This design comes from an exercise in tuning for small area, a short achievable clock period and few clock cycles per item on the open sky130 flow, not from production work. Where RTL was checked, it was by simulation tests only, not by an equivalence proof against the original. No activity file was given, so power comes from the tool's default toggle rates.

// sorter_top
module sorter_top (
    input  logic                                        clk_i,
    input  logic                                        rst_i,
    input  logic                                        src_vld_i,
    input  logic [16-1:0]                   src_data_i,
    output logic                                        reorder_vld_o,
    output logic [8*16-1:0] reorder_ranks_o
);
clock: 6.0 ns
lec_check: 0
cap_margin: 20
core_margin: 2
core_utilization: 25
place_density: 0.35
slew_margin: 20
run.sh (not shown) runs the stock make flow with config.mk's settings and CLKGATE_MAP_FILE= SYNTH_SCRIPT=/design/flow/synth_recipe.tcl, a recipe that flattens the netlist after the stock synthesis.
Next try:
--- a/flow/config.mk
+++ b/flow/config.mk
@@ -7,6 +7,8 @@
 export LEC_CHECK = 0
+export ABC_CLOCK_PERIOD_IN_PS = 2500
 export CAP_MARGIN = 20
 export CORE_MARGIN = 2
-export CORE_UTILIZATION = 25
-export PLACE_DENSITY = 0.35
+export CORE_UTILIZATION = 50
+export PLACE_DENSITY = 0.6
+export SETUP_SLACK_MARGIN = 3.4
 export SLEW_MARGIN = 20
What happened: Register-to-register slack gains 0.45 ns. Sequential cell count does not change. Cell count falls by 6.6%. Cell area rises by 20%. Combinational power rises by 63%. Global-route usage rises by 24 points. Power rises by 8.7%.
No run of this note included a check of the RTL's function; only the layout flow was run.


== JK ==
sorter_top, a different RTL version from the one above (not shown whole).
Size: ~2100 cells after synthesis, ~150 I/O pins.
==> flow/config.mk <==
export PLATFORM = sky130hd
export DESIGN_NAME = sorter_top
export DESIGN_NICKNAME = sorter_top
export VERILOG_FILES = /design/flow/design.v
export SDC_FILE = /design/flow/constraint.sdc
export NUM_CORES = 4
export LEC_CHECK = 0
export CAP_MARGIN = 20
export CORE_MARGIN = 2
export CORE_UTILIZATION = 50
export PLACE_DENSITY = 0.6
export SETUP_SLACK_MARGIN = 2.8
export SLEW_MARGIN = 20
==> flow/constraint.sdc <==
create_clock -name core_clock -period 6.0 [get_ports {clk_i}]
set_input_delay 1.2000 -clock core_clock [delete_from_list [all_inputs] [get_ports {clk_i}]]
set_output_delay 1.2000 -clock core_clock [all_outputs]
set_load 0.01 [all_outputs]
Testbench counts of JK, summed over its fixed seeds: cycles 6,400, items 3,200.
### JK -> MS
==> flow/flow/run.sh (new file) <==
#!/bin/bash
# Standard ORFS layout with these changes:
# - ports are buffered with plain buffers instead of the delay cell that
#   buffer_ports picks by default;
# - the resizer may swap cells across footprints (MATCH_CELL_FOOTPRINT=0);
# - before repair_design, the input port buffers are upsized, since each data
#   input fans out to every comparator.
set -e
here=$(pwd)
export BUFFER_PORTS_ARGS="-buffer_cell sky130_fd_sc_hd__buf_1"
export PRE_RESIZE_TCL="$here/flow/upsize_inputs.tcl"
bash standard.sh MATCH_CELL_FOOTPRINT=0 finish > standard_run.log 2>&1
==> flow/flow/upsize_inputs.tcl (new file) <==
# Input port buffers drive wide fanout (each data bit feeds every comparator);
# give them a strong cell before repair_design builds buffer trees.
foreach inst [get_cells input*] {
  replace_cell $inst sky130_fd_sc_hd__buf_16
}
==> flow/standard.sh (new file) <==
#!/bin/bash
# synth_recipe.tcl (not shown) runs the flow's synth.tcl, then flattens the netlist and writes it again
# the make line also repeats each setting of config.mk as NAME=value (left out here)
make -C /OpenROAD-flow-scripts/flow DESIGN_CONFIG=/design/flow/config.mk WORK_HOME=/design/flow/orfs CLKGATE_MAP_FILE= SYNTH_SCRIPT=/design/flow/synth_recipe.tcl "${@:-finish}"
diff --git a/flow/config.mk b/flow/config.mk
--- a/flow/config.mk
+++ b/flow/config.mk
@@ -6,8 +6,10 @@
 export NUM_CORES = 4
 export LEC_CHECK = 0
+export ABC_AREA = 1
 export CAP_MARGIN = 20
 export CORE_MARGIN = 2
 export CORE_UTILIZATION = 50
 export PLACE_DENSITY = 0.6
-export SETUP_SLACK_MARGIN = 2.8
+export SETUP_SLACK_MARGIN = 3.0
 export SLEW_MARGIN = 20
+export TNS_END_PERCENT = 3
removed: flow/run.sh
==> comparison <==
Higher clock skew was reported by MS, not JK.
Diff JK -> MS: simple-gate share of the synthesized area increased 28 points; height of the die increased about 4.4%; share of layout cells above drive strength 1 decreased 16 points.
JK reports its most common library cell in the layout ignoring fill and taps as sky130_fd_sc_hd__dfxtp_1 while MS reports sky130_fd_sc_hd__nand2_1.
Relative to JK, the layout overhead on the synthesized area of MS is lower by 16 points.
Looking at share of the clock period used by the worst path across MS and JK, the one that comes out lower is MS.
Looking at capture point of the worst path, the val_q[3][13]$_DFF_P_ result is from JK; the val_q[12][0]$_DFF_P_ one comes from MS.
MS ended up with simple AND/OR/NAND/NOR gates as its main combinational cell family by area after synthesis; JK ended up with compound AO/OA/AOI/OAI gates.
MS vs. JK: die area shows an increase of 8.9%, global-route usage over all layers now sits lower, total power of the final layout grew by 15%, register-to-register setup slack now larger.
Launching element of the worst setup path: src_data_i[0] -> MS, src_data_i[4] -> JK
Input changes introduced in AL (baseline for comparison: MS):
==> flow/run.sh (new file) <==
#!/bin/bash
# synth_recipe.tcl (not shown) runs the flow's synth.tcl, then flattens the netlist and writes it again
# the make line also repeats each setting of config.mk as NAME=value (left out here)
make -C /OpenROAD-flow-scripts/flow DESIGN_CONFIG=/design/flow/config.mk WORK_HOME=/design/flow/orfs CLKGATE_MAP_FILE= SYNTH_SCRIPT=/design/flow/synth_recipe.tcl finish
diff --git a/flow/config.mk b/flow/config.mk
--- a/flow/config.mk
+++ b/flow/config.mk
@@ -6,5 +6,4 @@
 export NUM_CORES = 4
 export LEC_CHECK = 0
-export ABC_AREA = 1
 export CAP_MARGIN = 20
 export CORE_MARGIN = 2
@@ -13,3 +12,3 @@
 export SETUP_SLACK_MARGIN = 3.0
 export SLEW_MARGIN = 20
-export TNS_END_PERCENT = 3
+export TNS_END_PERCENT = 0
removed: flow/flow/run.sh
removed: flow/flow/upsize_inputs.tcl
removed: flow/standard.sh
==> comparison <==
In the reports for MS and AL, the smaller post-route clock period utilization belongs to MS. Taking MS as the reference, in AL post-synthesis average cell area increased by about 45% relative to the old numbers, relative contribution of combinational cells to total power down 5.6 points, final worst-path setup slack shows a reduction of 440 ps, number of instances in the placed design now smaller. Lower switching power summed over all nets was reported by AL, not MS. On netlist area before placement, AL does better than MS. Between MS and AL, the wire length per cell is higher for AL. Cell count in AL is 29% below MS.
Setup changes, AL to TR
diff --git a/flow/config.mk b/flow/config.mk
--- a/flow/config.mk
+++ b/flow/config.mk
@@ -10,5 +10,4 @@
 export CORE_UTILIZATION = 50
 export PLACE_DENSITY = 0.6
-export SETUP_SLACK_MARGIN = 3.0
+export SETUP_SLACK_MARGIN = 2.0
 export SLEW_MARGIN = 20
-export TNS_END_PERCENT = 0
[summary]
- TR completed end to end with timing, DRC and antenna clean.
- Reported for TR and AL, number of tap cells added at floorplan turned out identical to the last digit.
- Taking AL as the reference, in TR worst hold slack now smaller; clock-pin slew of the registers on the worst-case setup and hold paths saw little to no change; share of the cycle needed by the critical path after routing higher; worst setup slack shrank by 570 ps; layout net count went down.
- TR vs. AL: total wire length after detailed routing now sits lower, post-DP HPWL grew by about 0.3%.

[port drivers added, routing unchanged]
In the flow no input, the clock included, has a driving cell. The finished layouts below were timed again as built, in two steps. Step 1 sets driving cells, clkbuf_16 on the clock port and buf_2 on the other inputs (assumed; they add their load-dependent delay and slew). Step 2 adds t to the input delays and takes it off the output delays; t is the mean of the earliest and latest rising clock arrival at the registers after step 1. Input paths then give back, and output paths get back, about the clock's delay inside the block. Three values: ideal, step 1, step 2; two values: the first two.
| run | t (ns) | slack for setup (ns) | hold WS [ns] | latest minus earliest clock arrival (ns) | pins driven straight from the clock port |
|---|---|---|---|---|---|
| the first run of note 1 | 0.639 | 1.051 / 1.084 / 0.445 | 0.503 / 0.503 / 0.503 | 0.017 / 0.018 | 1 |
| the second run of note 1 | 0.631 | 2.309 / 2.298 / 1.666 | 0.498 / 0.498 / 0.498 | 0.020 / 0.019 | 1 |
| JK | 0.617 | 2.650 / 2.642 / 2.025 | 0.464 / 0.464 / 0.464 | 0.018 / 0.018 | 1 |
| MS | 0.629 | 2.994 / 2.961 / 2.332 | 0.471 / 0.471 / 0.471 | 0.027 / 0.027 | 1 |
| AL | 0.611 | 2.556 / 2.570 / 1.959 | 0.464 / 0.464 / 0.464 | 0.021 / 0.021 | 1 |
| TR | 0.615 | 1.988 / 2.019 / 1.404 | 0.458 / 0.458 / 0.458 | 0.024 / 0.024 | 1 |
After both steps setup and hold are still met in every run listed. For MS, which loses most, drivers alone change the setup slack by -0.033 ns; drivers and shift together by -0.662 ns.
